From an optimization exercise on the open Yosys and OpenROAD flow, aimed at small area, a short achievable clock period and few clock cycles per item; shortcuts taken in it are not production practice.
No run shown here included a check of the RTL's function; only the layout flow was run.
No activity file was given, so power comes from the tool's default toggle rates.

==> flow/design.v <==
package bfl_pkg;
  localparam int unsigned MAX_NAME_BYTES_DEF = 16;
  localparam int unsigned OFFSET_BITS_DEF    = 24;
  localparam int unsigned OUT_OFS_W  = 24;
  localparam int unsigned NAME_IDX_W = 5;
  localparam logic [1:0] REG_NAME_LOW  = 2'd0;
  localparam logic [1:0] REG_NAME_HIGH = 2'd1;
  localparam logic [1:0] REG_NAME_LEN  = 2'd2;
  localparam logic [1:0] ST_FOUND     = 2'd0;
  localparam logic [1:0] ST_NOT_FOUND = 2'd1;
  localparam logic [1:0] ST_BAD_TYPE  = 2'd2;
  localparam logic [1:0] ST_TRUNCATED = 2'd3;
  localparam logic [7:0] SZ_LEN  = 8'h80;
  localparam logic [7:0] SZ_LEN4 = 8'h84;
  localparam logic [7:0] SZ_LEN5 = 8'h85;
  localparam logic [7:0] SZ_NONE = 8'hff;
  localparam logic [7:0] TYPE_STRING  = 8'd2;
  localparam logic [7:0] TYPE_BINDATA = 8'd5;
  localparam logic [7:0] TYPE_REGEX   = 8'd11;
  localparam logic [7:0] TYPE_DBREF   = 8'd12;
  localparam logic [7:0] TYPE_CODE    = 8'd13;
  localparam logic [7:0] TYPE_SYMBOL  = 8'd14;
  localparam logic [7:0] TYPE_CWS     = 8'd15;
  typedef enum logic [3:0] {
    PH_HEADER = 4'd0,
    PH_TYPE   = 4'd1,
    PH_NAME   = 4'd2,
    PH_LENGTH = 4'd3,
    PH_SKIP   = 4'd4,
    PH_REGEX1 = 4'd5,
    PH_REGEX2 = 4'd6,
    PH_IDLE   = 4'd7
  } phase_t;
  function automatic logic [7:0] size_code(input logic [7:0] t);
    logic [7:0] z;
    case (t)
      8'd0, 8'd6, 8'd10, 8'd127, 8'd255: z = 8'd0;
      8'd1, 8'd9, 8'd17, 8'd18:          z = 8'd8;
      8'd2:                              z = SZ_LEN4;
      8'd3, 8'd4:                        z = SZ_LEN;
      8'd5:                              z = SZ_LEN5;
      8'd7:                              z = 8'd12;
      8'd8:                              z = 8'd1;
      8'd16:                             z = 8'd4;
      default:                           z = SZ_NONE;
    endcase
    size_code = z;
  endfunction
  function automatic logic signed [5:0] length_adjust(input logic [7:0] t);
    logic signed [5:0] a;
    case (t)
      TYPE_STRING, TYPE_CODE, TYPE_SYMBOL: a = 6'sd0;
      TYPE_BINDATA:                        a = 6'sd1;
      TYPE_DBREF:                          a = 6'sd12;
      default:                             a = -6'sd4;
    endcase
    length_adjust = a;
  endfunction
endpackage
module bson_field_locator (
  input  logic                 clk,
  input  logic                 rst,
  input  logic                 in_valid,
  output logic                 in_ready,
  input  logic [7:0]           doc_byte,
  input  logic                 doc_last,
  output logic                 out_valid,
  input  logic                 out_ready,
  output logic [1:0]           status,
  output logic [bfl_pkg::OUT_OFS_W-1:0] element_offset,
  output logic [7:0]           element_type,
  output logic [bfl_pkg::OUT_OFS_W-1:0] value_offset,
  input  logic                 cfg_valid,
  output logic                 cfg_ready,
  input  logic [1:0]           cfg_index,
  input  logic [63:0]          cfg_data
);
  logic [63:0] name_lo, name_hi;
  logic        lo_set, hi_set;
  logic [4:0]  len_eff;             
  logic [7:0]  cur;
  logic        zero_byte, last, v_r;
  logic        p_hdr, p_type, p_name, p_len, p_skip, p_rx1, p_rx2, p_idle;
  logic [4:0]  cnt;                 
  logic        mism;                
  logic        bad;                 
  logic        flag;                
  logic [7:0]  tgt_r;               
  logic [31:0] skip;                
  logic [23:0] pos;                 
  logic [1:0]  st;
  logic        in_rdy;
  logic        in_fire, proc, emit, found, emit_fire, clear_res, ov_next;
  logic [1:0]  emit_status;
  logic        name_match, name_end, cnt3;
  logic [7:0]  tgt_next;
  assign in_ready  = in_rdy;
  assign cfg_ready = 1'b1;
  assign in_fire   = in_valid && in_rdy;
  always_ff @(posedge clk) begin
    if (cfg_valid && !rst && cfg_index == bfl_pkg::REG_NAME_LOW)  name_lo <= cfg_data;
    if (cfg_valid && !rst && cfg_index == bfl_pkg::REG_NAME_HIGH) name_hi <= cfg_data;
  end
  always_ff @(posedge clk) begin
    if (rst) begin
      lo_set  <= 1'b0;
      hi_set  <= 1'b0;
      len_eff <= 5'd1;
    end else if (cfg_valid) begin
      case (cfg_index)
        bfl_pkg::REG_NAME_LOW:  lo_set <= 1'b1;
        bfl_pkg::REG_NAME_HIGH: hi_set <= 1'b1;
        bfl_pkg::REG_NAME_LEN:  len_eff <= cfg_data[4] ? 5'd16 : {1'b0, cfg_data[3:0]};
        default: ;
      endcase
    end
  end
  always_ff @(posedge clk) begin
    if (in_fire) begin
      cur       <= doc_byte;
      zero_byte <= (doc_byte == 8'd0);
      last      <= doc_last;
    end
  end
  always_comb begin
    if (p_type) tgt_next = lo_set ? name_lo[7:0] : 8'd0;
    else begin
      case (cnt[3:0])
        4'd0:  tgt_next = lo_set ? name_lo[15:8]  : 8'd0;
        4'd1:  tgt_next = lo_set ? name_lo[23:16] : 8'd0;
        4'd2:  tgt_next = lo_set ? name_lo[31:24] : 8'd0;
        4'd3:  tgt_next = lo_set ? name_lo[39:32] : 8'd0;
        4'd4:  tgt_next = lo_set ? name_lo[47:40] : 8'd0;
        4'd5:  tgt_next = lo_set ? name_lo[55:48] : 8'd0;
        4'd6:  tgt_next = lo_set ? name_lo[63:56] : 8'd0;
        4'd7:  tgt_next = hi_set ? name_hi[7:0]   : 8'd0;
        4'd8:  tgt_next = hi_set ? name_hi[15:8]  : 8'd0;
        4'd9:  tgt_next = hi_set ? name_hi[23:16] : 8'd0;
        4'd10: tgt_next = hi_set ? name_hi[31:24] : 8'd0;
        4'd11: tgt_next = hi_set ? name_hi[39:32] : 8'd0;
        4'd12: tgt_next = hi_set ? name_hi[47:40] : 8'd0;
        4'd13: tgt_next = hi_set ? name_hi[55:48] : 8'd0;
        4'd14: tgt_next = hi_set ? name_hi[63:56] : 8'd0;
        default: tgt_next = 8'd0;
      endcase
    end
  end
  function automatic logic [3:0] fixed_size(input logic [7:0] t);
    case (t)
      8'd1, 8'd9, 8'd17, 8'd18: fixed_size = 4'd8;
      8'd7:                     fixed_size = 4'd12;
      8'd8:                     fixed_size = 4'd1;
      8'd16:                    fixed_size = 4'd4;
      default:                  fixed_size = 4'd0;
    endcase
  endfunction
  function automatic logic known_type(input logic [7:0] t);
    known_type = (t >= 8'd1 && t <= 8'd18) || t == 8'd127 || t == 8'd255;
  endfunction
  logic [7:0]  etype;
  logic        t_fixed, t_len, t_regex, a_p1, a_p12, a_m4;
  logic [3:0]  t_size;
  assign etype   = skip[31:24];        
  assign t_size  = fixed_size(etype);
  assign t_fixed = (t_size != 4'd0);
  assign t_len   = (etype >= 8'd2 && etype <= 8'd5) || (etype >= 8'd12 && etype <= 8'd15);
  assign t_regex = (etype == 8'd11);
  assign a_p1    = tgt_r[0];
  assign a_p12   = tgt_r[1];
  assign a_m4    = tgt_r[2];
  logic at_len, s_end;
  assign at_len = flag;
  assign s_end  = flag;
  assign cnt3       = (cnt[1:0] == 2'd3);
  assign name_match = !mism && at_len;
  assign name_end   = p_name && zero_byte && !last;    
  logic [31:0] nlen;
  logic        n_zero_hi, n_ones_hi, n_short, n_one;
  assign nlen      = {cur, skip[31:8]};
  assign n_zero_hi = mism && zero_byte;      
  assign n_ones_hi = bad && (cur == 8'hff);  
  always_comb begin
    if (a_m4) begin
      n_short = nlen[31] || (n_zero_hi && nlen[3:0] < 4'd5);
      n_one   = n_zero_hi && nlen[3:0] == 4'd5;
    end else if (a_p1) begin
      n_short = nlen[31];
      n_one   = n_zero_hi && nlen[3:0] == 4'd0;
    end else if (a_p12) begin
      n_short = nlen[31] && !(n_ones_hi && nlen[3:0] >= 4'd5);
      n_one   = n_ones_hi && nlen[3:0] == 4'd5;
    end else begin
      n_short = nlen[31] || (n_zero_hi && nlen[3:0] == 4'd0);
      n_one   = n_zero_hi && nlen[3:0] == 4'd1;
    end
  end
  logic s_zero_hi, s_ones_hi, s_two;
  assign s_zero_hi = (skip[31:4] == 28'd0);
  assign s_ones_hi = (skip[31:4] == {28{1'b1}});
  always_comb begin
    if (a_m4)       s_two = s_zero_hi && skip[3:0] == 4'd6;
    else if (a_p1)  s_two = s_zero_hi && skip[3:0] == 4'd1;
    else if (a_p12) s_two = s_ones_hi && skip[3:0] == 4'd6;
    else            s_two = s_zero_hi && skip[3:0] == 4'd2;
  end
  always_comb begin
    emit        = 1'b0;
    found       = 1'b0;
    emit_status = bfl_pkg::ST_NOT_FOUND;
    if (last && !p_idle) begin
      emit        = 1'b1;
      emit_status = p_type ? bfl_pkg::ST_NOT_FOUND : bfl_pkg::ST_TRUNCATED;
    end else if (p_type && zero_byte) begin
      emit = 1'b1;
    end else if (name_end && name_match) begin
      emit        = 1'b1;
      found       = 1'b1;
      emit_status = bfl_pkg::ST_FOUND;
    end else if (name_end && bad) begin
      emit        = 1'b1;
      emit_status = bfl_pkg::ST_BAD_TYPE;
    end
  end
  assign clear_res = (last && !p_idle) || (p_type && zero_byte) || (name_end && !name_match && bad);
  assign proc      = v_r && (!out_valid || p_idle || (p_hdr && !cnt3 && !last));
  assign emit_fire = proc && emit;
  assign ov_next   = emit_fire || (out_valid && !out_ready);
  always_ff @(posedge clk) begin
    if (rst) begin
      p_hdr  <= 1'b1;
      p_type <= 1'b0;
      p_name <= 1'b0;
      p_len  <= 1'b0;
      p_skip <= 1'b0;
      p_rx1  <= 1'b0;
      p_rx2  <= 1'b0;
      p_idle <= 1'b0;
    end else if (proc) begin
      if (last) begin
        p_hdr  <= 1'b1;
        p_type <= 1'b0;
        p_name <= 1'b0;
        p_len  <= 1'b0;
        p_skip <= 1'b0;
        p_rx1  <= 1'b0;
        p_rx2  <= 1'b0;
        p_idle <= 1'b0;
      end else begin
        p_hdr  <= p_hdr && !cnt3;
        p_type <= (p_hdr && cnt3) || (p_name && zero_byte && !name_match && !bad && t_size == 4'd0 &&
                   !t_len && !t_regex) || (p_len && cnt3 && n_short) || (p_skip && s_end) ||
                  (p_rx2 && zero_byte);
        p_name <= (p_type && !zero_byte) || (p_name && !zero_byte);
        p_len  <= (name_end && !name_match && t_len) || (p_len && !cnt3);
        p_skip <= (name_end && !name_match && t_fixed) || (p_len && cnt3 && !n_short) ||
                  (p_skip && !s_end);
        p_rx1  <= (name_end && !name_match && t_regex) || (p_rx1 && !zero_byte);
        p_rx2  <= (p_rx1 && zero_byte) || (p_rx2 && !zero_byte);
        p_idle <= p_idle || (p_type && zero_byte) || (name_end && (name_match || bad));
      end
    end
  end
  always_ff @(posedge clk) begin
    if (rst) begin
      cnt <= 5'd0;
    end else if (proc) begin
      if (last || p_type || (p_name && zero_byte)) cnt <= 5'd0;
      else if (p_hdr || p_name || p_len) cnt <= cnt + 5'd1;
    end
  end
  always_ff @(posedge clk) begin
    if (proc) begin
      if (p_type) begin
        mism   <= 1'b0;
        bad    <= !known_type(cur);
        flag   <= (len_eff == 5'd0);
        tgt_r  <= tgt_next;
      end
      if (p_name && !zero_byte) begin
        if (at_len || cur != tgt_r) mism <= 1'b1;
        flag   <= (cnt + 5'd1 == len_eff);
        tgt_r  <= tgt_next;
      end
      if (name_end && !name_match) begin
        flag  <= (t_size == 4'd1);
        tgt_r <= {5'd0, etype == 8'd3 || etype == 8'd4 || etype == 8'd15, etype == 8'd12, etype == 8'd5};
      end
      if (p_skip) flag <= s_two;
      if (p_len) begin
        flag <= n_one;
        if (cnt[1:0] == 2'd0) begin
          mism <= (cur[7:4] == 4'h0);
          bad  <= (cur[7:4] == 4'hf);
        end else begin
          mism <= mism && zero_byte;
          bad  <= bad && (cur == 8'hff);
        end
      end
    end
  end
  always_ff @(posedge clk) begin
    if (proc) begin
      if (p_type) skip <= {cur, pos};
      if (name_end && !name_match) begin
        skip  <= {28'd0, t_size};
      end
      if (p_len) skip <= nlen;
      if (p_skip) skip <= skip - 32'd1;
      if (clear_res) skip <= 32'd0;
    end
  end
  always_ff @(posedge clk) begin
    if (proc) begin
      if (clear_res) pos <= 24'd0;
      else if (p_hdr && cnt3) pos <= 24'd4;
      else if (!p_hdr && !p_idle) pos <= pos + 24'd1;
      if (emit) st <= emit_status;
    end
  end
  logic v_n, l_n;
  assign v_n = in_fire || (v_r && !proc);
  assign l_n = in_fire ? doc_last : last;
  always_ff @(posedge clk) begin
    if (rst) begin
      out_valid <= 1'b0;
      in_rdy    <= 1'b1;
      v_r       <= 1'b0;
    end else begin
      out_valid <= ov_next;
      v_r       <= v_n;
      in_rdy    <= !v_n || !ov_next || (emit_fire && !(last && l_n));
    end
  end
  assign status         = st;
  assign element_offset = skip[23:0];
  assign element_type   = skip[31:24];
  assign value_offset   = pos;
endmodule
==> flow/flow/run.sh <==
#!/bin/bash
# The standard layout (the standard.sh: its synthesis, floorplan, placement, CTS and routing
# unchanged), with the port buffers that global placement inserts made buf_1 cells instead of the
# default delay-buffer cells. Every input and output port still gets its own buffer.
set -euo pipefail
bash standard.sh "BUFFER_PORTS_ARGS=-buffer_cell sky130_fd_sc_hd__buf_1" finish > standard_make.log 2>&1
==> flow/standard.sh <==
#!/bin/bash
# synth_recipe.tcl (not shown) runs the flow's synth.tcl, then flattens the netlist and writes it again
# the make line also repeats each setting of config.mk as NAME=value (left out here)
make -C /OpenROAD-flow-scripts/flow DESIGN_CONFIG=/design/flow/config.mk WORK_HOME=/design/flow/orfs CLKGATE_MAP_FILE= SYNTH_SCRIPT=/design/flow/synth_recipe.tcl "${@:-finish}"
==> flow/config.mk <==
export PLATFORM = sky130hd
export DESIGN_NAME = bson_field_locator
export DESIGN_NICKNAME = bson_field_locator
export VERILOG_FILES = /design/flow/design.v
export SDC_FILE = /design/flow/constraint.sdc
export NUM_CORES = 4
export LEC_CHECK = 0
export ABC_AREA = 1
export CAP_MARGIN = 20
export CORE_MARGIN = 2
export CORE_UTILIZATION = 40
export CTS_CLUSTER_DIAMETER = 80
export CTS_CLUSTER_SIZE = 30
export SETUP_SLACK_MARGIN = 2.76
export SLEW_MARGIN = 20
==> flow/constraint.sdc <==
create_clock -name core_clock -period 5.0 [get_ports {clk}]
set_input_delay 1.0000 -clock core_clock [delete_from_list [all_inputs] [get_ports {clk}]]
set_output_delay 1.0000 -clock core_clock [all_outputs]
set_load 0.01 [all_outputs]
==> results of run 1 <==
[stage by stage]
step | cell area (um^2) | std cells | hold WS, ps | total power (uW)
after floorplan | 11520 | 1248 | 428.8 | 2457
after global placement | 12420 | 1740 | 449.5 | 2595
after detailed placement | 12420 | 1740 | 453.3 | 2598
after CTS | 13310 | 1790 | 468.1 | 3924
after global routing | 13780 | 1835 | 486.4 | 4072
final | 13780 | 1836 | 465.5 | 3943
[per-layer routing]
metal | vias to the layer above | wire length [um] | track usage (%)
li1 | 4722 | - | -
met1 | 4729 | 15130 | 31.22
met2 | 436 | 15720 | 34.43
met3 | 65 | 2763 | 3.618
met4 | 2 | 906 | 6.603
met5 | - | 13 | 0
[logic make-up after synthesis]
family,share of synthesized area (%)
xor gates and xnor gates,1.834
AOI/OAI and AO/OA,9.692
adders and majority gates,0.8732
DFF,58.15
buffers and inverters,5.381
and+or+nand+nor,24.03
other,0.03271
[critical path, cell delays in order (launching register included)]
cell and delay, ps:
edfxtp_1 470, buf_4 180, buf_1 120
[power breakdown]
group | internal [uW] | switching (uW) | leakage, uW | total (uW)
combinational | 141 | 262 | 0.00270 | 403
sequential | 2170 | 65.0 | 0.00210 | 2240
clock | 579 | 724 | 0.000237 | 1300
[synth_stat cells (8+ instances only)]
cell type / count / area share [%]
nor2_1: 130 / 4.3
inv_1: 123 / 4.0
nand4_1: 40 / 2.2
edfxtp_1: 206 / 54
xor2_1: 19 / 1.5
nand2_1: 312 / 10
a21oi_1: 87 / 3.8
o21ai_0: 62 / 2.7
o211ai_1: 10 / 0.65
dfxtp_1: 24 / 4.2
ha_1: 8 / 0.87
or2_2: 10 / 0.55
clkbuf_1: 15 / 0.49
nor3_1: 29 / 1.3
nand3_1: 79 / 3.4
buf_2: 13 / 0.57
[cell type report]
class	count	area, um^2
clock inverter	8	120.1
inverter	124	485.5
antenna	1	2.502
multi-input combinational	862	4466
timing repair inverter	3	22.52
tap	378	473.0
fill	2637	14230
clock buffer	16	367.9
timing repair buffer	214	1172
sequential	230	6675
[registers in the layout, summed over array words and instances (netlist names), 5 cells and up]
register and flops:
name_hi 64, name_lo 64, skip 32, pos 24, cur 8, tgt_r 8, cnt 5, len_eff 5
[worst max-delay path by stage]
stage	from	end	slack (ps)	cells after the start
global placement	zero_byte$_DFFE_PP_	pos[14]$_SDFFCE_PN0P_	1800	12
detailed placement	zero_byte$_DFFE_PP_	pos[14]$_SDFFCE_PN0P_	1710	12
floorplan	cfg_valid	name_lo[0]$_DFFE_PP_	1350	2
global route	cnt[1]$_SDFFE_PP0P_	tgt_r[2]$_DFFE_PP_	2700	9
finish	pos[0]$_SDFFCE_PN0P_	value_offset[0]	2740	2
CTS	zero_byte$_DFFE_PP_	pos[15]$_SDFFCE_PN0P_	2750	13
[what timing repair did]
action,4_1_cts,5_1_grt
gates resized for setup,51,42
setup endpoints to repair,206,102
hold buffers,0,0
gates cloned,6,0
setup buffers,20,45
pin swaps,2,8
==> results.sh, run 1 <==
export IMPL_overflow=0
export IMPL_die_h_um=173.3
export IMPL_r2r_slack_ps=2820
export IMPL_relSlewSlack_pct=35.46
export IMPL_ys_warn_count=1
export IMPL_grt_pass1_wl_um=51580
export IMPL_clock_latency_ps=520
export IMPL_r2r_cells=11
export IMPL_portBuffers=139
export IMPL_power_density_mw_per_mm2=286.0
export IMPL_clock_sinks=230
export IMPL_synth_ff_type="edfxtp_1"
export IMPL_synth_fp_nets=1336
export IMPL_min_from="p_rx1$_SDFFE_PP0P_"
export IMPL_first_iter_violations=1059
export IMPL_row_count=61
export IMPL_hold_path_class="register to register"
export IMPL_dp_slack_ps=1709
export IMPL_synth_cell_types=46
export IMPL_rsz0062_at_grt="true"
export IMPL_finClkSkew_ps=40.73
export IMPL_die_area_mm2=0.03003
export IMPL_async_flop_share_pct=0
export IMPL_max_freq_ghz=0.4431
export IMPL_core_mm2=0.02801
export IMPL_gp_congestion=0.9099
export IMPL_synth_edff_count=206
export IMPL_maxCapViolations=0
export IMPL_worstMarginPinSlew_ps=968.1
export IMPL_hpwl_um=23400
export IMPL_clk_path_buf_depth=3
export IMPL_hold_path_endpoint="p_rx1$_SDFFE_PP0P_"
export IMPL_grt_pass1_vias=9098
export IMPL_grt_usage_pct=21.90
export IMPL_hold_viol=0
export IMPL_holdPathStages=2
export IMPL_synth_seq_cells=230
export IMPL_grt_start_max_net_pins=66
export IMPL_fin_ws_ps=2743
export IMPL_cts_tree="yes"
export IMPL_drc=0
export IMPL_setup_viol=0
export IMPL_totalWireLength_um=34540
export IMPL_period_minus_slack_ps=2257
export IMPL_fin_util_pct=49.21
export IMPL_fin_crit_sh_pct=45.14
export IMPL_clk_pin_slew_worst_paths_ps=100
export IMPL_arrival_ps=1260
export IMPL_drive_gt1_share_pct=12.90
export IMPL_fp_dieW_um=173.3
export IMPL_pin_count=141
export IMPL_vias=9954
export IMPL_htreeDepth=1
export IMPL_start_kind="register"
export IMPL_setup_tns_ps=0
export IMPL_cp_required_ps=4000
export IMPL_final_cell_mix="303 x nand2_1, 206 x edfxtp_1, 138 x buf_1"
export IMPL_timing_rr_start="cnt[0]$_SDFFE_PP0P_"
export IMPL_start_util_pct=40.93
export IMPL_layout_commonest_cell="nand2_1"
export IMPL_yosysSeqAreaShare_pct=58.15
export IMPL_syn_cell_area_mm2=0.01146
export IMPL_avgSynthCellArea_um2=9.185
export IMPL_first_pass_iters=9
export IMPL_p_leak_uw=0.005028
export IMPL_endpoint_kind="output port"
export IMPL_cts_buffers=14
export IMPL_ant_nets=0
export IMPL_status="no timing/DRC/antenna violations"
export IMPL_syn_to_final_growth_pct=20.25
export IMPL_synthCells=1248
export IMPL_nets=1537
export IMPL_antenna_found_initial=2
export IMPL_drt_vias_per_instance=5.422
export IMPL_drv_slew=0
export IMPL_ir_drop_v=0.0002493
export IMPL_wl_per_cell_um=18.81
export IMPL_criticalPathCategory="register to output port"
export IMPL_crit_fanout=5
export IMPL_cts_root_buf="clkbuf_16"
export IMPL_regToRegEndpoint="tgt_r[0]$_DFFE_PP_"
==> run 2, diff against run 1 <==
--- a/flow/design.v
+++ b/flow/design.v
@@ -100,4 +100,4 @@
   always_ff @(posedge clk) begin
-    if (cfg_valid && !rst && cfg_index == bfl_pkg::REG_NAME_LOW)  name_lo <= cfg_data;
-    if (cfg_valid && !rst && cfg_index == bfl_pkg::REG_NAME_HIGH) name_hi <= cfg_data;
+    if (cfg_valid && cfg_index == bfl_pkg::REG_NAME_LOW)  name_lo <= cfg_data;
+    if (cfg_valid && cfg_index == bfl_pkg::REG_NAME_HIGH) name_hi <= cfg_data;
   end
--- a/flow/config.mk
+++ b/flow/config.mk
@@ -13,3 +13,3 @@
 export CTS_CLUSTER_SIZE = 30
-export SETUP_SLACK_MARGIN = 2.76
+export SETUP_SLACK_MARGIN = 2.8
 export SLEW_MARGIN = 20
==> run 2 against run 1 <==
Net effect:
- sequential power hardly changed
- die area is 1.1% higher
- via count is 3.6% higher
- register-to-register slack hardly changed
- count of clock-buffer cells in the layout is 1 higher
- flip-flop and latch count stayed put
- clock skew is 8.7 ps lower
- area after synthesis is 1.1% higher
- combinational power is 13% higher
- worst hold slack better by 27 ps
- largest power group unchanged
- critical path type unchanged
- sequential share of layout area is 1.6 points lower
==> results.sh, run 2 <==
export IMPL_status="no timing/DRC/antenna violations"
export IMPL_htreeDepth=1
export IMPL_period_minus_slack_ps=2236
export IMPL_first_iter_violations=1045
export IMPL_endpoint_kind="output port"
export IMPL_syn_cell_area_mm2=0.01159
export IMPL_vias=10310
export IMPL_grt_usage_pct=23.30
export IMPL_hold_viol=0
export IMPL_ant_nets=0
export IMPL_hpwl_um=23930
export IMPL_synth_top_area_share_pct=53.36
export IMPL_cts_buffers=14
export IMPL_avgSynthCellArea_um2=9.136
export IMPL_worstMarginPinSlew_ps=885.5
export IMPL_synth_common_cells="328 x nand2_1, 206 x edfxtp_1, 109 x inv_1, 104 x nor2_1, 86 x nand3_1"
export IMPL_drc=0
export IMPL_final_cell_mix="318 x nand2_1, 206 x edfxtp_1, 135 x buf_1"
export IMPL_pin_count=141
export IMPL_synth_ff_type="edfxtp_1"
export IMPL_crit_fanout=4
export IMPL_clk_pin_slew_worst_paths_ps=120
export IMPL_die_area_mm2=0.03036
export IMPL_yosysSeqAreaShare_pct=57.50
export IMPL_drive_gt1_share_pct=16.38
export IMPL_grt_pass1_vias=9555
export IMPL_layout_commonest_cell="nand2_1"
export IMPL_grt_pass1_wl_um=54900
export IMPL_p_int_uw=3005
export IMPL_p_seq_share_pct=54.9
export IMPL_overflow=0
export IMPL_antenna_found_initial=0
export IMPL_wl_per_cell_um=19.23
export IMPL_yosysTopAreaCell="edfxtp_1"
export IMPL_cts_tree="yes"
export IMPL_setup_viol=0
export IMPL_ys_warn_count=1
export IMPL_portBuffers=139
export IMPL_drv_slew=0
export IMPL_relSlewSlack_pct=40.96
export IMPL_hold_path_class="register to register"
export IMPL_ir_drop_v=0.0003826
export IMPL_finalPower_uw=4097
export IMPL_die_h_um=174.2
export IMPL_max_freq_ghz=0.4472
export IMPL_arrival_ps=1240
export IMPL_diodes=0
export IMPL_synthCells=1269
export IMPL_largestRegisters="name_hi (64), name_lo (64), skip (32)"
export IMPL_criticalPathCategory="register to output port"
export IMPL_gp_congestion=0.9387
export IMPL_syn_to_final_growth_pct=22.95
export IMPL_cp_required_ps=4000
export IMPL_rsz0062_at_grt="true"
export IMPL_grt_start_max_net_pins=66
export IMPL_p_clk_share_pct=34.0
export IMPL_finClkSkew_ps=31.99
export IMPL_synth_cell_types=50
export IMPL_cts_root_buf="clkbuf_16"
export IMPL_core_mm2=0.02863
export IMPL_post_synth_top_count_cell="nand2_1"
export IMPL_clk_path_buf_depth=3
export IMPL_row_count=62
export IMPL_drt_vias_per_instance=5.432
export IMPL_synth_seq_cells=230
export IMPL_totalWireLength_um=36490
export IMPL_cts_hold_fix_buffers=0
export IMPL_start_util_pct=40.50
export IMPL_clock_latency_ps=510
export IMPL_maxCapViolations=0
export IMPL_fin_crit_sh_pct=44.73
export IMPL_comb_power_share_pct=11.1
export IMPL_power_density_mw_per_mm2=287.4
export IMPL_nets=1594
export IMPL_synth_fp_nets=1357
export IMPL_netSwitchingPower_uw=1092
export IMPL_synthTopCellsByArea="edfxtp_1 53%, nand2_1 11%, dfxtp_1 4.1%, nand3_1 3.7%, a21oi_1 3.7%"
export IMPL_async_flop_share_pct=0
export IMPL_setup_tns_ps=0
export IMPL_switching_share_pct=26.65
export IMPL_fp_dieW_um=174.2
export IMPL_first_pass_iters=5
export IMPL_synth_edff_count=206
export IMPL_clock_sinks=230
export IMPL_p_leak_uw=0.005283
export IMPL_start_kind="register"
==> run 2: changes by cell type after synthesis, sizes merged, moves of 5 or more <==
| cell | before | now |
|---|---|---|
| inv | 124 | 130 |
| nand2 | 316 | 331 |
| nand3 | 83 | 90 |
| nor3 | 30 | 22 |
| nor4 | 5 | 10 |
==> run 2: kinds of logic after synthesis <==
group,share of synthesized area [%]
other cells,0.03235
fa+ha+maj,0.8634
buf+inv,5.687
flops,57.50
xor+xnor,1.209
simple gates,25.11
compound gates,9.594
==> run 2: through the flow <==
stage	cell area (um^2)	hold slack (ps)	utilization [%]	setup WS (ps)	cells
floorplan	11620	450.6	-	1954	1269
global route	14250	519.8	49.80	2727	1898
detailed placement	12520	473.1	43.75	1845	1766
global placement	12520	481.2	43.75	1916	1766
CTS	13710	498.0	47.89	2706	1850
finish	14250	492.6	49.80	2764	1898
==> run 2: power by group through the flow <==
stage	sequential [uW]	combinational, uW	clock (uW)
2_1_floorplan	2290	205	0
3_3_place_gp	2310	332	0
3_5_place_dp	2310	335	0
4_1_cts	2250	409	1420
5_1_grt	2260	496	1480
6_report	2250	454	1390
==> run 2: area by class of cell <==
type / count / area [um^2]
multi-input combinational: 873 / 4519
inverter: 134 / 531.8
timing repair buffer: 250 / 1496
fill: 2703 / 14370
tap: 384 / 480.5
timing repair inverter: 3 / 22.52
clock buffer: 17 / 382.9
clock inverter: 7 / 147.6
sequential: 230 / 6674
==> run 2: critical path, cell delays in order (launching register included) <==
cell,delay [ps]
edfxtp_1,460
buf_6,170
buf_6,110
==> run 2: worst paths after layout <==
kind | endpoint | slack, ps | from | cells past startpoint
max | element_offset[0] | 2760 | skip[0]$_SDFFCE_PP0P_ | 2
min | cnt[4]$_SDFFE_PP0P_ | 490 | cnt[4]$_SDFFE_PP0P_ | 2
max reg2reg | skip[24]$_SDFFCE_PP0P_ | 2820 | skip[10]$_SDFFCE_PP0P_ | 12
min reg2reg | cnt[4]$_SDFFE_PP0P_ | 490 | cnt[4]$_SDFFE_PP0P_ | 2
==> run 2: what timing repair did <==
action	CTS	global route
cloned	4	0
buffers inserted	56	48
resized for setup	34	45
setup endpoints to repair	147	136
pin swaps	9	11
==> run 2: layer usage <==
| metal | GRT usage, % | vias to the layer above | share of wire [%] |
|---|---|---|---|
| li1 | - | 4852 | - |
| met1 | 31.20 | 4902 | 41 |
| met2 | 38.76 | 462 | 48 |
| met3 | 3.346 | 93 | 7.6 |
| met4 | 8.123 | 0 | 3.7 |
| met5 | 0 | - | 0 |
==> run 3, diff against run 2 <==
--- a/flow/design.v
+++ b/flow/design.v
@@ -90,2 +90,3 @@
   logic [23:0] pos;                 
+  logic [23:0] estart;              
   logic [1:0]  st;
@@ -302,6 +303,4 @@
     if (proc) begin
-      if (p_type) skip <= {cur, pos};
-      if (name_end && !name_match) begin
-        skip  <= {28'd0, t_size};
-      end
+      if (p_type) skip <= {cur, 24'd0};
+      if (name_end && !name_match) skip <= {28'd0, t_size};
       if (p_len) skip <= nlen;
@@ -313,5 +312,10 @@
     if (proc) begin
-      if (clear_res) pos <= 24'd0;
-      else if (p_hdr && cnt3) pos <= 24'd4;
-      else if (!p_hdr && !p_idle) pos <= pos + 24'd1;
+      if (clear_res) begin
+        pos    <= 24'd0;
+        estart <= 24'd0;
+      end else begin
+        if (p_hdr && cnt3) pos <= 24'd4;
+        else if (!p_hdr && !p_idle) pos <= pos + 24'd1;
+        if (p_type) estart <= pos;
+      end
       if (emit) st <= emit_status;
@@ -334,3 +338,3 @@
   assign status         = st;
-  assign element_offset = skip[23:0];
+  assign element_offset = estart;
   assign element_type   = skip[31:24];
--- a/flow/config.mk
+++ b/flow/config.mk
@@ -13,3 +13,3 @@
 export CTS_CLUSTER_SIZE = 30
-export SETUP_SLACK_MARGIN = 2.8
+export SETUP_SLACK_MARGIN = 2.75
 export SLEW_MARGIN = 20
==> run 3 against run 2 <==
Net effect:
- non-clock buffer count decreased by 85
- total power up 4.1%
- register-to-register slack improved by 30 ps
- first-iteration DRC count fell by 28%
- routed wire length decreased by 13%
- maximum frequency increased by 2.4%
- die area up 5.8%
- critical path depth is 1 lower
- area after synthesis rose by 6.0%
- largest power group unchanged
==> results.sh, run 3 <==
export IMPL_nets=1523
export IMPL_cts_buffers=15
export IMPL_die_h_um=179.3
export IMPL_cp_num_buf_inv=1
export IMPL_wl_met2_um=15190
export IMPL_grt_start_max_net_pins=66
export IMPL_cp_required_ps=4000
export IMPL_fp_dieW_um=179.3
export IMPL_fillers=2959
export IMPL_ys_warn_count=1
export IMPL_grt_pass1_vias=9199
export IMPL_worstPathCellList="buf_1"
export IMPL_holdPathStages=2
export IMPL_cts_root_buf="clkbuf_16"
export IMPL_cp_top_family="flip-flops"
export IMPL_grt_pass1_wl_um=49200
export IMPL_finClkSkew_ps=30.77
export IMPL_comb_power_share_pct=8.7
export IMPL_synthCells=1286
export IMPL_synth_cell_types=53
export IMPL_slowest_delay_ps=520
export IMPL_gp_congestion=0.8492
export IMPL_p_int_uw=3225
export IMPL_htreeDepth=1
export IMPL_drc=0
export IMPL_first_pass_iters=5
export IMPL_clk_pin_slew_worst_paths_ps=90
export IMPL_timing_rr_start="zero_byte$_DFFE_PP_"
export IMPL_cts_tree="yes"
export IMPL_arrival_ps=1180
export IMPL_synth_top_area_share_pct=56.21
export IMPL_start_util_pct=40.38
export IMPL_power_density_mw_per_mm2=302.6
export IMPL_multiInputGateArea_mm2=0.004337
export IMPL_wl_met3_um=2118
export IMPL_overflow=0
export IMPL_p_leak_uw=0.005089
export IMPL_r2r_slack_ps=2850
export IMPL_avgSynthCellArea_um2=9.554
export IMPL_regToRegEndpoint="pos[15]$_SDFFCE_PN0P_"
export IMPL_layout_commonest_cell="nand2_1"
export IMPL_ir_drop_v=0.0002257
export IMPL_fin_crit_sh_pct=43.68
export IMPL_setup_viol=0
export IMPL_endpoint_kind="output port"
export IMPL_min_from="p_rx1$_SDFFE_PP0P_"
export IMPL_drt_vias_per_instance=5.193
export IMPL_yosysTopAreaCell="edfxtp_1"
export IMPL_crit_fanout=7
export IMPL_antenna_found_initial=1
export IMPL_rsz0062_at_grt="true"
export IMPL_ant_nets=0
export IMPL_dr_max_layer_used="met4"
export IMPL_syn_cell_area_mm2=0.01229
export IMPL_pin_count=141
export IMPL_synth_fp_nets=1374
export IMPL_synth_seq_cells=254
export IMPL_criticalPathCategory="register to output port"
export IMPL_r2r_cells=11
export IMPL_switching_share_pct=24.42
export IMPL_totalWireLength_um=31760
export IMPL_vias=9556
export IMPL_synth_common_cells="319 x nand2_1, 230 x edfxtp_1, 144 x nor2_1, 123 x inv_1, 85 x a21oi_1"
export IMPL_status="no timing/DRC/antenna violations"
export IMPL_grt_usage_pct=19.69
export IMPL_hpwl_um=22220
export IMPL_clock_latency_ps=510
export IMPL_drv_slew=0
export IMPL_clock_sinks=254
export IMPL_crit_slowest_cell="edfxtp_1"
export IMPL_synth_edff_count=230
export IMPL_hold_path_class="register to register"
export IMPL_cts_hold_fix_buffers=0
export IMPL_core_mm2=0.03043
export IMPL_wl_per_cell_um=17.26
export IMPL_period_minus_slack_ps=2184
export IMPL_setup_tns_ps=0
export IMPL_seq_area_mm2=0.007388
export IMPL_worstMarginPinSlew_ps=848.3
export IMPL_syn_to_final_growth_pct=14.78
export IMPL_netSwitchingPower_uw=1042
export IMPL_portBuffers=139
export IMPL_synth_ff_type="edfxtp_1"
export IMPL_async_flop_share_pct=0
export IMPL_yosysSeqAreaShare_pct=60.12
export IMPL_first_iter_violations=754
export IMPL_die_area_mm2=0.03213
export IMPL_hold_path_endpoint="p_rx1$_SDFFE_PP0P_"
export IMPL_maxCapViolations=0
export IMPL_drive_gt1_share_pct=9.841
export IMPL_final_cell_mix="318 x nand2_1, 230 x edfxtp_1, 139 x buf_1"
export IMPL_row_count=64
export IMPL_largestRegisters="name_hi (64), name_lo (64), skip (32)"
export IMPL_synthTopCellsByArea="edfxtp_1 56%, nand2_1 9.7%, nor2_1 4.4%, dfxtp_1 3.9%, inv_1 3.8%"
export IMPL_wl_met1_um=13850
export IMPL_hold_viol=0
export IMPL_worst_hold_slack_ps=464.3
export IMPL_post_synth_top_count_cell="nand2_1"
export IMPL_start_kind="register"
export IMPL_p_seq_share_pct=58.3
export IMPL_clk_path_buf_depth=3
export IMPL_max_freq_ghz=0.4579
export IMPL_p_clk_share_pct=33.0
export IMPL_relSlewSlack_pct=43.45
[run 3: changes by cell type in the layout (fill, tap and decap cells not counted), sizes merged, moves of 4 or more]
cell / previous run / this run
a211oi: 8 / 2
buf: 249 / 163
clkinvlp: 8 / 4
edfxtp: 206 / 230
inv: 127 / 138
nand3: 90 / 69
nand4: 44 / 34
nor2: 137 / 165
nor3: 22 / 36
o211ai: 10 / 1
o21ai: 66 / 61
[run 3: kinds of logic (layout without fill, tap and decap cells)]
kind of cell	Yosys count	in the layout	share of synthesized area (%)
AND/OR/NAND/NOR	655	655	24.04
XOR/XNOR	16	16	1.141
buffers and inverters	174	331	5.845
other	1	2	0.03052
adder cells (fa/ha/maj)	8	8	0.8147
AO/OA/AOI/OAI	178	178	8.004
flip-flops	254	254	60.12
[run 3: final cells by class]
| cell class | instances | area share (%) |
|---|---|---|
| flip-flops and latches | 254 | 52.39 |
| multi-input cells | 858 | 30.75 |
| repair buffers | 165 | 5.740 |
| inverters | 139 | 3.806 |
| well taps | 396 | 3.513 |
| clock buffers | 17 | 2.715 |
| clock inverters | 8 | 0.9582 |
| repair inverters | 2 | 0.1065 |
| diodes | 1 | 0.01774 |
[run 3: repair_timing]
item                                   4_1_cts  5_1_grt
gates resized for setup                     28       20
endpoints found under the hold margin        0        0
setup buffers                               14        4
setup endpoints to repair                  108      108
cloned                                       2        2
pin swaps                                    0        1
[run 3: metrics by stage]
stage               std cells  setup WS, ps  power (uW)  utilization (%)  cell area (um^2)
floorplan                1286          1954        2728                -             12310
global placement         1792          1993        2854            43.31             13180
detailed placement       1792          1876        2861            43.31             13180
CTS                      1833          2754        4282            45.76             13930
global route             1839          2720        4427            46.34             14100
finish                   1840          2816        4267            46.34             14100
[run 3: how the worst max path moves through the flow]
stage	from	end	slack, ps	cells after the start
5_1_grt	cnt[2]$_SDFFE_PP0P_	tgt_r[2]$_DFFE_PP_	2720	10
3_3_place_gp	zero_byte$_DFFE_PP_	estart[9]$_SDFFCE_PP0P_	1990	9
4_1_cts	skip[29]$_SDFFCE_PP0P_	element_type[5]	2750	1
2_1_floorplan	cfg_valid	name_lo[0]$_DFFE_PP_	1950	2
3_5_place_dp	zero_byte$_DFFE_PP_	estart[20]$_SDFFCE_PP0P_	1880	9
6_report	pos[3]$_SDFFCE_PN0P_	value_offset[3]	2820	1
[run 3: power groups by stage]
stage          sequential, uW  clock [uW]  combinational [uW]
2_1_floorplan            2520           0                 205
3_3_place_gp             2540           0                 316
3_5_place_dp             2540           0                 321
4_1_cts                  2490        1440                 351
5_1_grt                  2500        1510                 415
6_report                 2490        1410                 371
[run 3: layer usage]
metal / GRT usage (%) / vias up
li1: - / 4666
met1: 26.47 / 4516
met2: 33.68 / 328
met3: 2.926 / 46
met4: 4.402 / 0
met5: 0 / -
==> run 4, diff against run 3 <==
--- a/flow/config.mk
+++ b/flow/config.mk
@@ -13,3 +13,3 @@
 export CTS_CLUSTER_SIZE = 30
-export SETUP_SLACK_MARGIN = 2.75
+export SETUP_SLACK_MARGIN = 2.8
 export SLEW_MARGIN = 20
==> run 4 against run 3 <==
Net effect:
- still clean
- combinational power rose by 3%
- via count grew 0.89%
- maximum frequency grew 0.63%
- first-iteration DRC count up 8.8%
- core utilization up 0.93 points
- area after synthesis is the same
- routed wire length is 1.1% higher
- worst setup slack better by 14 ps
- die area unchanged
- design area rose by 2.0%
- clock skew fell by 6.8 ps
- clock power rose by 8%
- largest power group unchanged
- highest routed layer unchanged
==> results.sh, run 4 <==
export IMPL_arrival_ps=1170
export IMPL_cts_buffers=16
export IMPL_worstPathCellList="buf_1"
export IMPL_p_leak_uw=0.005210
export IMPL_grt_usage_pct=19.73
export IMPL_pin_count=141
export IMPL_drt_vias_per_instance=5.169
export IMPL_hpwl_um=21860
export IMPL_syn_to_final_growth_pct=17.09
export IMPL_fp_dieW_um=179.3
export IMPL_row_count=64
export IMPL_antenna_found_initial=0
export IMPL_synth_seq_cells=254
export IMPL_drive_gt1_share_pct=12.05
export IMPL_synth_common_cells="319 x nand2_1, 230 x edfxtp_1, 144 x nor2_1, 123 x inv_1, 85 x a21oi_1"
export IMPL_finClkSkew_ps=23.93
export IMPL_rsz0062_at_grt="false"
export IMPL_drc=0
export IMPL_period_minus_slack_ps=2170
export IMPL_finalPower_uw=4382
export IMPL_first_pass_iters=5
export IMPL_yosysTopAreaCell="edfxtp_1"
export IMPL_fin_area_mm2=0.01439
export IMPL_yosysSeqAreaShare_pct=60.12
export IMPL_status="no timing/DRC/antenna violations"
export IMPL_clk_pin_slew_worst_paths_ps=110
export IMPL_r2r_slack_ps=2890
export IMPL_ir_drop_v=0.0002597
export IMPL_start_util_pct=40.38
export IMPL_htreeDepth=1
export IMPL_first_iter_violations=820
export IMPL_drv_slew=0
export IMPL_synthCells=1286
export IMPL_start_kind="register"
export IMPL_worstMarginPinSlew_ps=861.4
export IMPL_clk_path_buf_depth=3
export IMPL_crit_slowest_cell="edfxtp_1"
export IMPL_placed_area_mm2=0.01316
export IMPL_gp_congestion=0.8786
export IMPL_wl_per_cell_um=17.22
export IMPL_clock_sinks=254
export IMPL_post_synth_top_count_cell="nand2_1"
export IMPL_core_mm2=0.03043
export IMPL_largestRegisters="name_hi (64), name_lo (64), skip (32)"
export IMPL_holdPathStages=2
export IMPL_setup_viol=0
export IMPL_portBuffers=139
export IMPL_ys_warn_count=1
export IMPL_cp_required_ps=4000
export IMPL_synth_edff_count=230
export IMPL_fin_crit_sh_pct=43.40
export IMPL_avgSynthCellArea_um2=9.554
export IMPL_cp_num_buf_inv=1
export IMPL_fin_util_pct=47.28
export IMPL_crit_fanout=4
export IMPL_synthTopCellsByArea="edfxtp_1 56%, nand2_1 9.7%, nor2_1 4.4%, dfxtp_1 3.9%, inv_1 3.8%"
export IMPL_max_freq_ghz=0.4608
export IMPL_syn_cell_area_mm2=0.01229
export IMPL_fin_ws_ps=2830
export IMPL_maxCapViolations=0
export IMPL_dp_slack_ps=1519
export IMPL_overflow=0
export IMPL_synth_top_area_share_pct=56.21
export IMPL_grt_start_max_net_pins=66
export IMPL_totalWireLength_um=32110
export IMPL_relSlewSlack_pct=42.57
export IMPL_async_flop_share_pct=0
export IMPL_diodes=0
export IMPL_slowest_delay_ps=490
export IMPL_vias=9641
export IMPL_setup_tns_ps=0
export IMPL_synth_ff_type="edfxtp_1"
export IMPL_synth_fp_nets=1374
export IMPL_cts_tree="yes"
export IMPL_criticalPathCategory="register to output port"
export IMPL_cp_depth=1
export IMPL_clock_latency_ps=510
export IMPL_nets=1547
export IMPL_grt_pass1_wl_um=49080
export IMPL_endpoint_kind="output port"
export IMPL_die_h_um=179.3
export IMPL_die_area_mm2=0.03213
export IMPL_power_density_mw_per_mm2=304.6
export IMPL_layout_commonest_cell="nand2_1"
export IMPL_ant_nets=0
export IMPL_cp_top_family="flip-flops"
export IMPL_final_cell_mix="317 x nand2_1, 230 x edfxtp_1, 139 x buf_1"
export IMPL_hold_viol=0
export IMPL_synth_cell_types=53
export IMPL_r2r_cells=10
export IMPL_hold_path_class="register to register"
export IMPL_cts_root_buf="clkbuf_16"
export IMPL_grt_pass1_vias=9014
run 4: cell count changes in the layout (fill, tap and decap cells not counted), moves of 4 or more:
| cell | delta |
|---|---|
| buf_4 | +21 |
| inv_1 | -5 |
| nor2_2 | -7 |
| clkinvlp_4 | +4 |
| nor2_4 | +8 |
run 4: layout make-up:
| class | instances | area (um^2) |
|---|---|---|
| tap | 396 | 495.5 |
| timing repair inverter | 4 | 27.53 |
| fill | 2932 | 16040 |
| sequential | 254 | 7391 |
| clock buffer | 19 | 432.9 |
| clock inverter | 9 | 158.9 |
| inverter | 139 | 550.5 |
| multi-input combinational | 860 | 4420 |
| timing repair buffer | 184 | 909.6 |
run 4: layer usage:
layer	share of wire (%)	GRT usage [%]
met5	0	0
met4	1.5	3.091
met3	6.0	2.248
met2	49	34.32
met1	44	27.01
run 4: cells by family (layout without fill, tap and decap cells):
family / Yosys count / after routing / synth area share [%]
AOI/OAI and AO/OA: 178 / 178 / 8.004
xor gates and xnor gates: 16 / 16 / 1.141
adders and majority gates: 8 / 8 / 0.8147
buffers and inverters: 174 / 355 / 5.845
DFF: 254 / 254 / 60.12
other: 1 / 1 / 0.03052
and+or+nand+nor: 655 / 657 / 24.04
run 4: path summary, 6_finish.rpt:
check | endpoint | startpoint
max | value_offset[0] | pos[0]$_SDFFCE_PN0P_
min | p_rx1$_SDFFE_PP0P_ | p_rx1$_SDFFE_PP0P_
max reg2reg | pos[22]$_SDFFCE_PN0P_ | zero_byte$_DFFE_PP_
min reg2reg | p_rx1$_SDFFE_PP0P_ | p_rx1$_SDFFE_PP0P_
run 4: repair_timing:
item                       in CTS  in global routing
pin swaps                       4                  3
setup endpoints to repair     139                120
setup buffers                  21                 21
resized for setup              37                 27
hold buffers                    0                  0
cloned                          5                  1
run 4: metrics by stage:
step,hold slack [ps],std cells
final,484.6,1865
after global routing,514.4,1865
after CTS,480.5,1843
after detailed placement,464.7,1789
after global placement,454.3,1789
after floorplan,429.8,1286
run 4: report_power, final:
part	internal [uW]	switching [uW]	leakage, uW	total, uW
sequential	2420	61.6	0.00233	2480
clock	695	821	0.000284	1520
combinational	118	264	0.00260	382
total	3230	1150	0.00521	4380
==> run 5, diff against run 4 <==
--- a/flow/config.mk
+++ b/flow/config.mk
@@ -8,3 +8,3 @@
 export ABC_AREA = 1
-export CAP_MARGIN = 20
+export CAP_MARGIN = 5
 export CORE_MARGIN = 2
@@ -13,3 +13,3 @@
 export CTS_CLUSTER_SIZE = 30
-export SETUP_SLACK_MARGIN = 2.8
-export SLEW_MARGIN = 20
+export SETUP_SLACK_MARGIN = 2.75
+export SLEW_MARGIN = 5
==> run 5 against run 4 <==
Net effect:
- sequential share of layout area rose by 1.0 points
- non-clock buffer count down 19
- synthesized cell count is the same
- design area down 2.0%
- highest routed layer unchanged
- still clean on timing, DRC and antenna
- routed wire length fell by 1.1%
==> results.sh, run 5 <==
export IMPL_synth_top_area_share_pct=56.21
export IMPL_synth_edff_count=230
export IMPL_first_pass_iters=5
export IMPL_ir_drop_v=0.0002257
export IMPL_synthTopCellsByArea="edfxtp_1 56%, nand2_1 9.7%, nor2_1 4.4%, dfxtp_1 3.9%, inv_1 3.8%"
export IMPL_die_h_um=179.3
export IMPL_gp_congestion=0.8492
export IMPL_p_int_uw=3225
export IMPL_fp_dieW_um=179.3
export IMPL_cts_tree="yes"
export IMPL_hpwl_um=22220
export IMPL_fin_ws_ps=2816
export IMPL_synthCells=1286
export IMPL_crit_slowest_cell="edfxtp_1"
export IMPL_comb_power_share_pct=8.7
export IMPL_synth_cell_types=53
export IMPL_criticalPathCategory="register to output port"
export IMPL_status="no timing/DRC/antenna violations"
export IMPL_clock_latency_ps=510
export IMPL_hold_viol=0
export IMPL_synth_top_family_by_area="simple AND/OR/NAND/NOR gates"
export IMPL_cp_num_buf_inv=1
export IMPL_drv_slew=0
export IMPL_p_leak_uw=0.005089
export IMPL_setup_viol=0
export IMPL_ys_warn_count=1
export IMPL_dp_slack_ps=1876
export IMPL_die_area_mm2=0.03213
export IMPL_pin_count=141
export IMPL_power_density_mw_per_mm2=302.6
export IMPL_yosysTopAreaCell="edfxtp_1"
export IMPL_worstMarginPinSlew_ps=848.3
export IMPL_grt_pass1_wl_um=49200
export IMPL_max_freq_ghz=0.4579
export IMPL_synth_ff_type="edfxtp_1"
export IMPL_p_seq_share_pct=58.3
export IMPL_synth_fp_nets=1374
export IMPL_syn_cell_area_mm2=0.01229
export IMPL_row_count=64
export IMPL_overflow=0
export IMPL_synth_mux_area_share_pct=0
export IMPL_netSwitchingPower_uw=1042
export IMPL_cts_hold_fix_buffers=0
export IMPL_cts_root_buf="clkbuf_16"
export IMPL_endpoint_kind="output port"
export IMPL_start_kind="register"
export IMPL_drive_gt1_share_pct=9.841
export IMPL_ant_nets=0
export IMPL_async_flop_share_pct=0
export IMPL_post_synth_top_count_cell="nand2_1"
export IMPL_grt_usage_pct=19.69
export IMPL_yosysSeqAreaShare_pct=60.12
export IMPL_synth_seq_cells=254
export IMPL_htreeDepth=1
export IMPL_cp_top_family="flip-flops"
export IMPL_core_mm2=0.03043
export IMPL_first_iter_violations=754
export IMPL_syn_to_final_growth_pct=14.78
export IMPL_worstPathCellList="buf_1"
export IMPL_finClkSkew_ps=30.77
export IMPL_layout_cells_non_filler=1840
export IMPL_switching_share_pct=24.42
export IMPL_drc=0
export IMPL_synth_compound_area_share_pct=8.004
export IMPL_fin_util_pct=46.34
export IMPL_grt_pass1_vias=9199
export IMPL_synth_xor_xnor_area_share_pct=1.141
export IMPL_vias=9556
export IMPL_nets=1523
export IMPL_grt_start_max_net_pins=66
export IMPL_drt_vias_per_instance=5.193
export IMPL_final_cell_mix="318 x nand2_1, 230 x edfxtp_1, 139 x buf_1"
export IMPL_clk_path_buf_depth=3
export IMPL_crit_fanout=7
export IMPL_place_inst=1792
export IMPL_finalPower_uw=4267
export IMPL_cp_required_ps=4000
export IMPL_wl_per_cell_um=17.26
export IMPL_arrival_ps=1180
export IMPL_relSlewSlack_pct=43.45
export IMPL_slowest_delay_ps=520
export IMPL_layout_commonest_cell="nand2_1"
export IMPL_setup_tns_ps=0
export IMPL_portBuffers=139
export IMPL_clock_sinks=254
export IMPL_fin_crit_sh_pct=43.68
export IMPL_totalWireLength_um=31760
export IMPL_largestRegisters="name_hi (64), name_lo (64), skip (32)"
export IMPL_cts_buffers=15
export IMPL_avgSynthCellArea_um2=9.554
export IMPL_maxCapViolations=0
export IMPL_start_util_pct=40.38
export IMPL_antenna_found_initial=1
export IMPL_period_minus_slack_ps=2184
export IMPL_rsz0062_at_grt="true"
export IMPL_synthAdderAreaFrac_pct=0.8147
export IMPL_yosys_area_share_simple_pct=24.04
export IMPL_p_clk_share_pct=33.0
export IMPL_hold_path_class="register to register"
export IMPL_synth_common_cells="319 x nand2_1, 230 x edfxtp_1, 144 x nor2_1, 123 x inv_1, 85 x a21oi_1"
export IMPL_clk_pin_slew_worst_paths_ps=90
==> run 5: power by group through the flow <==
| stage | Clock, uW | Combinational (uW) | Sequential (uW) |
|---|---|---|---|
| detailed placement | 0 | 321 | 2540 |
| finish | 1410 | 371 | 2490 |
| global placement | 0 | 316 | 2540 |
| floorplan | 0 | 205 | 2520 |
| global route | 1510 | 415 | 2500 |
| CTS | 1440 | 351 | 2490 |
==> run 5: path summary, 6_finish.rpt <==
path                                           start  cells after the start               endpoint  slack, ps
worst max register to register   zero_byte$_DFFE_PP_                     11  pos[15]$_SDFFCE_PN0P_       2850
worst max-delay path            pos[3]$_SDFFCE_PN0P_                      1        value_offset[3]       2820
worst min-delay path              p_rx1$_SDFFE_PP0P_                      2     p_rx1$_SDFFE_PP0P_        460
worst min register to register    p_rx1$_SDFFE_PP0P_                      2     p_rx1$_SDFFE_PP0P_        460
==> run 5: final cells by class <==
class	count	area (um^2)
flip-flops and latches	254	7388
diodes	1	2.502
clock buffers	17	382.9
repair buffers	165	809.5
fillers	2959	16330
repair inverters	2	15.01
clock inverters	8	135.1
inverters	139	536.8
well taps	396	495.5
multi-input cells	858	4337
==> run 5: worst min-delay path, cell delays in order, from the launching register on <==
cell	delay [ps]
dfxtp_1	320
nand2_1	60
a21oi_1	50
==> run 5: per-stage QoR <==
stage	hold WS, ps	area [um^2]
after floorplan	429.8	12310
after global placement	450.7	13180
after detailed placement	453.1	13180
after CTS	465.7	13930
after global routing	510.5	14100
final	464.3	14100
==> run 5: cells by family (layout without fill, tap and decap cells) <==
family,Yosys count,count (layout)
simple gates,655,655
flops,254,254
compound gates,178,178
buf+inv,174,331
xor+xnor,16,16
fa+ha+maj,8,8
other cells,1,2
==> run 5: metal layers <==
layer | routed length (um) | global-route usage (%) | vias up
met3 | 2118 | 2.926 | 46
li1 | - | - | 4666
met2 | 15190 | 33.68 | 328
met5 | 0 | 0 | -
met4 | 598 | 4.402 | 0
met1 | 13850 | 26.47 | 4516
==> run 5: what timing repair did <==
item	4_1_cts	5_1_grt
endpoints found under the hold margin	0	0
endpoints found under the setup margin	108	108
pin swaps	0	1
setup buffers	14	4
resized for setup	28	20
cloned	2	2
==> run 6, diff against run 5 <==
--- a/flow/design.v
+++ b/flow/design.v
@@ -225,3 +225,4 @@
   assign clear_res = (last && !p_idle) || (p_type && zero_byte) || (name_end && !name_match && bad);
-  assign proc      = v_r && (!out_valid || p_idle || (p_hdr && !cnt3 && !last));
+  logic blk;                          
+  assign proc      = v_r && !blk;
   assign emit_fire = proc && emit;
@@ -323,5 +324,6 @@
   end
-  logic v_n, l_n;
-  assign v_n = in_fire || (v_r && !proc);
-  assign l_n = in_fire ? doc_last : last;
+  logic v_n, l_n, blk_n;
+  assign v_n   = in_fire || (v_r && !proc);
+  assign l_n   = in_fire ? doc_last : last;
+  assign blk_n = ov_next && !(emit_fire && !(last && l_n));
   always_ff @(posedge clk) begin
@@ -331,2 +333,3 @@
       v_r       <= 1'b0;
+      blk       <= 1'b0;
     end else begin
@@ -334,3 +337,4 @@
       v_r       <= v_n;
-      in_rdy    <= !v_n || !ov_next || (emit_fire && !(last && l_n));
+      blk       <= blk_n;
+      in_rdy    <= !v_n || !blk_n;
     end
--- a/flow/config.mk
+++ b/flow/config.mk
@@ -8,3 +8,3 @@
 export ABC_AREA = 1
-export CAP_MARGIN = 5
+export CAP_MARGIN = 20
 export CORE_MARGIN = 2
@@ -14,2 +14,2 @@
 export SETUP_SLACK_MARGIN = 2.75
-export SLEW_MARGIN = 5
+export SLEW_MARGIN = 20
==> run 6 against run 5 <==
Net effect:
- still clean on timing, DRC and antenna
- maximum frequency fell by 2.2%
- area after synthesis is essentially flat
- worst hold slack gained 0.92 ps
- first-iteration DRC count rose by 18%
- global-route usage up 0.28 points
- critical endpoint is now value_offset[0]
- largest cell class unchanged
- largest power group unchanged
- highest routed layer unchanged
==> results.sh, run 6 <==
export IMPL_status="no timing/DRC/antenna violations"
export IMPL_synth_seq_cells=255
export IMPL_fp_dieW_um=179.3
export IMPL_worstMarginPinSlew_ps=870.1
export IMPL_nets=1515
export IMPL_max_freq_ghz=0.4480
export IMPL_row_count=64
export IMPL_grt_start_max_net_pins=41
export IMPL_grt_pass1_vias=9078
export IMPL_syn_cell_area_mm2=0.01230
export IMPL_multiInputGateArea_mm2=0.004417
export IMPL_die_area_mm2=0.03216
export IMPL_setup_viol=0
export IMPL_synth_ff_type="edfxtp_1"
export IMPL_avgSynthCellArea_um2=9.667
export IMPL_final_cell_mix="324 x nand2_1, 230 x edfxtp_1, 139 x buf_1"
export IMPL_hold_viol=0
export IMPL_die_h_um=179.3
export IMPL_period_minus_slack_ps=2232
export IMPL_largestRegisters="name_hi (64), name_lo (64), skip (32)"
export IMPL_start_util_pct=40.41
export IMPL_cts_hold_fix_buffers=0
export IMPL_diodes=0
export IMPL_seq_area_mm2=0.007411
export IMPL_criticalPathCategory="register to output port"
export IMPL_synth_cell_types=55
export IMPL_power_density_mw_per_mm2=296.7
export IMPL_yosysTopAreaCell="edfxtp_1"
export IMPL_relSlewSlack_pct=41.99
export IMPL_met2_usage_pct=33.86
export IMPL_finClkSkew_ps=18.54
export IMPL_arrival_ps=1230
export IMPL_htreeDepth=1
export IMPL_fin_crit_sh_pct=44.64
export IMPL_ys_warn_count=1
export IMPL_crit_fanout=3
export IMPL_cp_required_ps=4000
export IMPL_synth_fp_nets=1360
export IMPL_place_inst=1777
export IMPL_setup_tns_ps=0
export IMPL_drc=0
export IMPL_core_mm2=0.03043
export IMPL_p_leak_uw=0.005056
export IMPL_endpoint_kind="output port"
export IMPL_cts_buffers=15
export IMPL_first_iter_violations=887
export IMPL_vias=9493
export IMPL_synth_edff_count=230
export IMPL_synthCells=1272
export IMPL_rsz0062_at_grt="true"
export IMPL_grt_usage_pct=19.97
export IMPL_overflow=0
export IMPL_cts_root_buf="clkbuf_16"
export IMPL_post_synth_top_count_cell="nand2_1"
export IMPL_fin_util_pct=46.34
export IMPL_grt_pass1_wl_um=49740
export IMPL_async_flop_share_pct=0
export IMPL_wl_per_cell_um=17.60
export IMPL_use_met1_pct=27.52
export IMPL_clock_sinks=255
export IMPL_fillers=2931
export IMPL_drive_gt1_share_pct=10.17
export IMPL_finalPower_uw=4183
export IMPL_synth_common_cells="324 x nand2_1, 230 x edfxtp_1, 141 x nor2_1, 113 x inv_1, 83 x a21oi_1"
export IMPL_met3_usage_pct=2.110
export IMPL_fin_ws_ps=2768
export IMPL_start_kind="register"
export IMPL_portBuffers=139
export IMPL_yosysSeqAreaShare_pct=60.24
export IMPL_ant_nets=0
export IMPL_ir_drop_v=0.0002811
export IMPL_grt_busiest_layer="met2"
export IMPL_antenna_found_initial=0
export IMPL_hold_path_class="register to register"
export IMPL_layout_commonest_cell="nand2_1"
export IMPL_clock_latency_ps=500
export IMPL_layout_cells_non_filler=1831
export IMPL_clk_pin_slew_worst_paths_ps=90
export IMPL_clk_path_buf_depth=3
export IMPL_hpwl_um=22300
export IMPL_synthTopCellsByArea="edfxtp_1 56%, nand2_1 9.9%, nor2_1 4.3%, dfxtp_1 4.1%, inv_1 3.4%"
export IMPL_drv_slew=0
export IMPL_first_pass_iters=5
export IMPL_synth_top_area_share_pct=56.17
export IMPL_gp_congestion=0.8416
export IMPL_maxCapViolations=0
export IMPL_dp_slack_ps=1903
export IMPL_totalWireLength_um=32230
export IMPL_pin_count=141
export IMPL_drt_vias_per_instance=5.185
export IMPL_cts_tree="yes"
export IMPL_syn_to_final_growth_pct=14.67
export IMPL_r2r_slack_ps=2850
run 6: routing by layer:
metal	vias to the layer above	part of all wire (%)
li1	4639	-
met1	4493	43
met2	321	49
met3	40	6.3
met4	0	1.7
met5	-	0
run 6: logic make-up (layout without fill, tap and decap cells):
logic type	Yosys count	count (layout)	synth area share, %
and+or+nand+nor	652	654	23.98
AOI/OAI and AO/OA	174	174	7.784
DFF	255	255	60.24
other	1	1	0.03050
xor gates and xnor gates	23	23	1.638
buffers and inverters	159	320	5.515
adders and majority gates	8	8	0.8140
run 6: layout make-up:
type	count	share of cell area, %
sequential	255	52.56
multi-input combinational	860	31.32
timing repair buffer	169	5.617
tap	396	3.514
inverter	123	3.390
clock buffer	19	2.866
clock inverter	6	0.5945
timing repair inverter	3	0.1420
run 6: worst paths after layout:
check | from | depth (start not counted) | to
setup / recovery | pos[0]$_SDFFCE_PN0P_ | 2 | value_offset[0]
hold reg to reg | p_rx2$_SDFFE_PP0P_ | 2 | p_rx2$_SDFFE_PP0P_
hold / removal | p_rx2$_SDFFE_PP0P_ | 2 | p_rx2$_SDFFE_PP0P_
setup reg to reg | p_skip$_SDFFE_PP0P_ | 6 | skip[13]$_SDFFCE_PP0P_
run 6: repair_timing:
item / 4_1_cts / 5_1_grt
setup endpoints to repair: 128 / 107
buffers inserted: 15 / 9
pin swaps: 2 / 4
gates resized for setup: 31 / 18
cloned: 3 / 2
run 6: worst max-delay path: stages, from the launching register on:
cell and delay, ps:
edfxtp_1 430, buf_4 180, buf_1 120
run 6: through the flow:
stage / hold slack (ps) / area (um^2)
final: 465.2 / 14100
after global routing: 486.9 / 14100
after CTS: 465.3 / 13930
after detailed placement: 448.0 / 13170
after global placement: 450.3 / 13170
after floorplan: 423.0 / 12320
run 6: power breakdown:
group / total (uW) / internal (uW) / switching [uW]
clock network: 1370 / 616 / 754
logic: 334 / 101 / 233
registers: 2480 / 2420 / 56.4
total: 4180 / 3140 / 1040
==> run 7, diff against run 6 <==
--- a/flow/config.mk
+++ b/flow/config.mk
@@ -13,3 +13,3 @@
 export CTS_CLUSTER_SIZE = 30
-export SETUP_SLACK_MARGIN = 2.75
+export SETUP_SLACK_MARGIN = 2.8
 export SLEW_MARGIN = 20
==> run 7 against run 6 <==
Net effect:
- still clean
- global-route usage rose by 0.16 points
- sequential share of layout area fell by 0.66 points
- final cell count rose by 0.98%
- first-iteration DRC count rose by 2.0%
==> results.sh, run 7 <==
export IMPL_setup_tns_ps=0
export IMPL_core_mm2=0.03043
export IMPL_max_freq_ghz=0.4496
export IMPL_first_iter_violations=905
export IMPL_start_util_pct=40.41
export IMPL_p_leak_uw=0.005154
export IMPL_hold_path_class="register to register"
export IMPL_die_h_um=179.3
export IMPL_cts_root_buf="clkbuf_16"
export IMPL_vias=9566
export IMPL_synth_top_area_share_pct=56.17
export IMPL_relSlewSlack_pct=41.49
export IMPL_synth_ff_type="edfxtp_1"
export IMPL_layout_commonest_cell="nand2_1"
export IMPL_endpoint_kind="output port"
export IMPL_nets=1533
export IMPL_row_count=64
export IMPL_htreeDepth=1
export IMPL_grt_usage_pct=20.13
export IMPL_synth_seq_cells=255
export IMPL_ant_nets=0
export IMPL_start_kind="register"
export IMPL_overflow=0
export IMPL_worstMarginPinSlew_ps=877.6
export IMPL_syn_to_final_growth_pct=16.16
export IMPL_place_inst=1777
export IMPL_clk_path_buf_depth=3
export IMPL_yosysSeqAreaShare_pct=60.24
export IMPL_first_pass_iters=5
export IMPL_async_flop_share_pct=0
export IMPL_criticalPathCategory="register to output port"
export IMPL_finClkSkew_ps=18.48
export IMPL_cts_buffers=15
export IMPL_rsz0062_at_grt="true"
export IMPL_layout_cells_non_filler=1849
export IMPL_ir_drop_v=0.0002831
export IMPL_antenna_found_initial=0
export IMPL_clk_pin_slew_worst_paths_ps=100
export IMPL_post_synth_top_count_cell="nand2_1"
export IMPL_grt_pass1_vias=9089
export IMPL_fillers=2917
export IMPL_synth_fp_nets=1360
export IMPL_die_area_mm2=0.03216
export IMPL_crit_fanout=3
export IMPL_period_minus_slack_ps=2224
export IMPL_synth_common_cells="324 x nand2_1, 230 x edfxtp_1, 141 x nor2_1, 113 x inv_1, 83 x a21oi_1"
export IMPL_pin_count=141
export IMPL_cp_required_ps=4000
export IMPL_power_density_mw_per_mm2=294.5
export IMPL_grt_pass1_wl_um=50070
export IMPL_finalPower_uw=4207
export IMPL_setup_viol=0
export IMPL_hold_viol=0
export IMPL_drive_gt1_share_pct=11.84
export IMPL_syn_cell_area_mm2=0.01230
export IMPL_status="no timing/DRC/antenna violations"
export IMPL_cts_tree="yes"
export IMPL_hpwl_um=22300
export IMPL_clock_sinks=255
export IMPL_ys_warn_count=1
export IMPL_drc=0
export IMPL_totalWireLength_um=32730
export IMPL_gp_congestion=0.8416
export IMPL_fin_crit_sh_pct=44.48
export IMPL_fp_dieW_um=179.3
export IMPL_yosysTopAreaCell="edfxtp_1"
export IMPL_portBuffers=139
export IMPL_synth_cell_types=55
export IMPL_diodes=0
export IMPL_final_cell_mix="324 x nand2_1, 230 x edfxtp_1, 137 x buf_1"
export IMPL_synthTopCellsByArea="edfxtp_1 56%, nand2_1 9.9%, nor2_1 4.3%, dfxtp_1 4.1%, inv_1 3.4%"
export IMPL_avgSynthCellArea_um2=9.667
export IMPL_largestRegisters="name_hi (64), name_lo (64), skip (32)"
export IMPL_synth_edff_count=230
export IMPL_grt_start_max_net_pins=41
export IMPL_clock_latency_ps=500
export IMPL_wl_per_cell_um=17.70
export IMPL_arrival_ps=1220
export IMPL_drt_vias_per_instance=5.174
export IMPL_fin_area_mm2=0.01428
export IMPL_placed_area_mm2=0.01317
export IMPL_maxCapViolations=0
export IMPL_drv_slew=0
export IMPL_synthCells=1272
==> run 7: path summary, 6_finish.rpt <==
kind / start / endpoint / slack [ps] / cells after the start
worst max-delay path: pos[0]$_SDFFCE_PN0P_ / value_offset[0] / 2780 / 2
worst min-delay path: p_rx2$_SDFFE_PP0P_ / p_rx2$_SDFFE_PP0P_ / 470 / 2
worst max register to register: skip[0]$_SDFFCE_PP0P_ / skip[28]$_SDFFCE_PP0P_ / 2870 / 11
worst min register to register: p_rx2$_SDFFE_PP0P_ / p_rx2$_SDFFE_PP0P_ / 470 / 2
==> run 7: final cells by class <==
class                           instances  area [um^2]  area share, %
Sequential cell                       255         7412          51.89
Multi-Input combinational cell        860         4432          31.03
Timing Repair Buffer                  187        952.2          6.666
Tap cell                              396        495.5          3.469
Inverter                              123        484.2          3.390
Clock buffer                           19        404.1          2.829
Clock inverter                          6        83.83         0.5869
Timing Repair inverter                  3        20.02         0.1402
==> run 7: cell families (layout without fill, tap and decap cells) <==
kind of cell	Yosys count	after routing	synth area share, %
and+or+nand+nor	652	654	23.98
xor gates and xnor gates	23	23	1.638
adders and majority gates	8	8	0.8140
other	1	1	0.03050
buffers and inverters	159	338	5.515
AOI/OAI and AO/OA	174	174	7.784
DFF	255	255	60.24
==> run 7: repair_timing <==
action                                  in CTS  in global routing
cloned                                       4                  1
pin swaps                                    2                  4
hold buffers                                 0                  0
endpoints found under the setup margin     133                145
resized for setup                           32                 30
buffers inserted                            18                 24
hold endpoints to repair                     0                  0
==> run 7: metal layers <==
metal	global-route usage (%)	wire (um)	up-vias
met5	0	0	-
met4	4.805	585	0
met3	2.068	1842	39
met2	34.13	15970	313
met1	27.90	14330	4537
li1	-	-	4677
==> run 7: where the power goes <==
part,internal (uW),total [uW],switching [uW]
Sequential,2420,2480,55.2
Clock,616,1380,762
Combinational,111,351,240
Total,3150,4210,1060
==> run 7: critical path, cell delays in order, from the launching register on <==
cell,delay [ps]
edfxtp_1,450
buf_6,160
buf_6,110
==> run 7: stage by stage <==
| step | hold WS, ps | utilization (%) | setup slack [ps] |
|---|---|---|---|
| after global routing | 487.1 | 46.94 | 2731 |
| after detailed placement | 448.0 | 43.29 | 1903 |
| after floorplan | 423.0 | - | 1954 |
| after CTS | 465.3 | 45.92 | 2803 |
| after global placement | 450.3 | 43.29 | 1929 |
| final | 467.1 | 46.94 | 2776 |

Re-timed with assumed drivers on the ports (clkbuf_16 on the clock, buf_2 on other inputs), run 7 has 2.729 ns of setup slack against 2.776 ns with ideal ports, and 2.482 ns once port delays also move by the mid clock arrival of 0.541 ns.
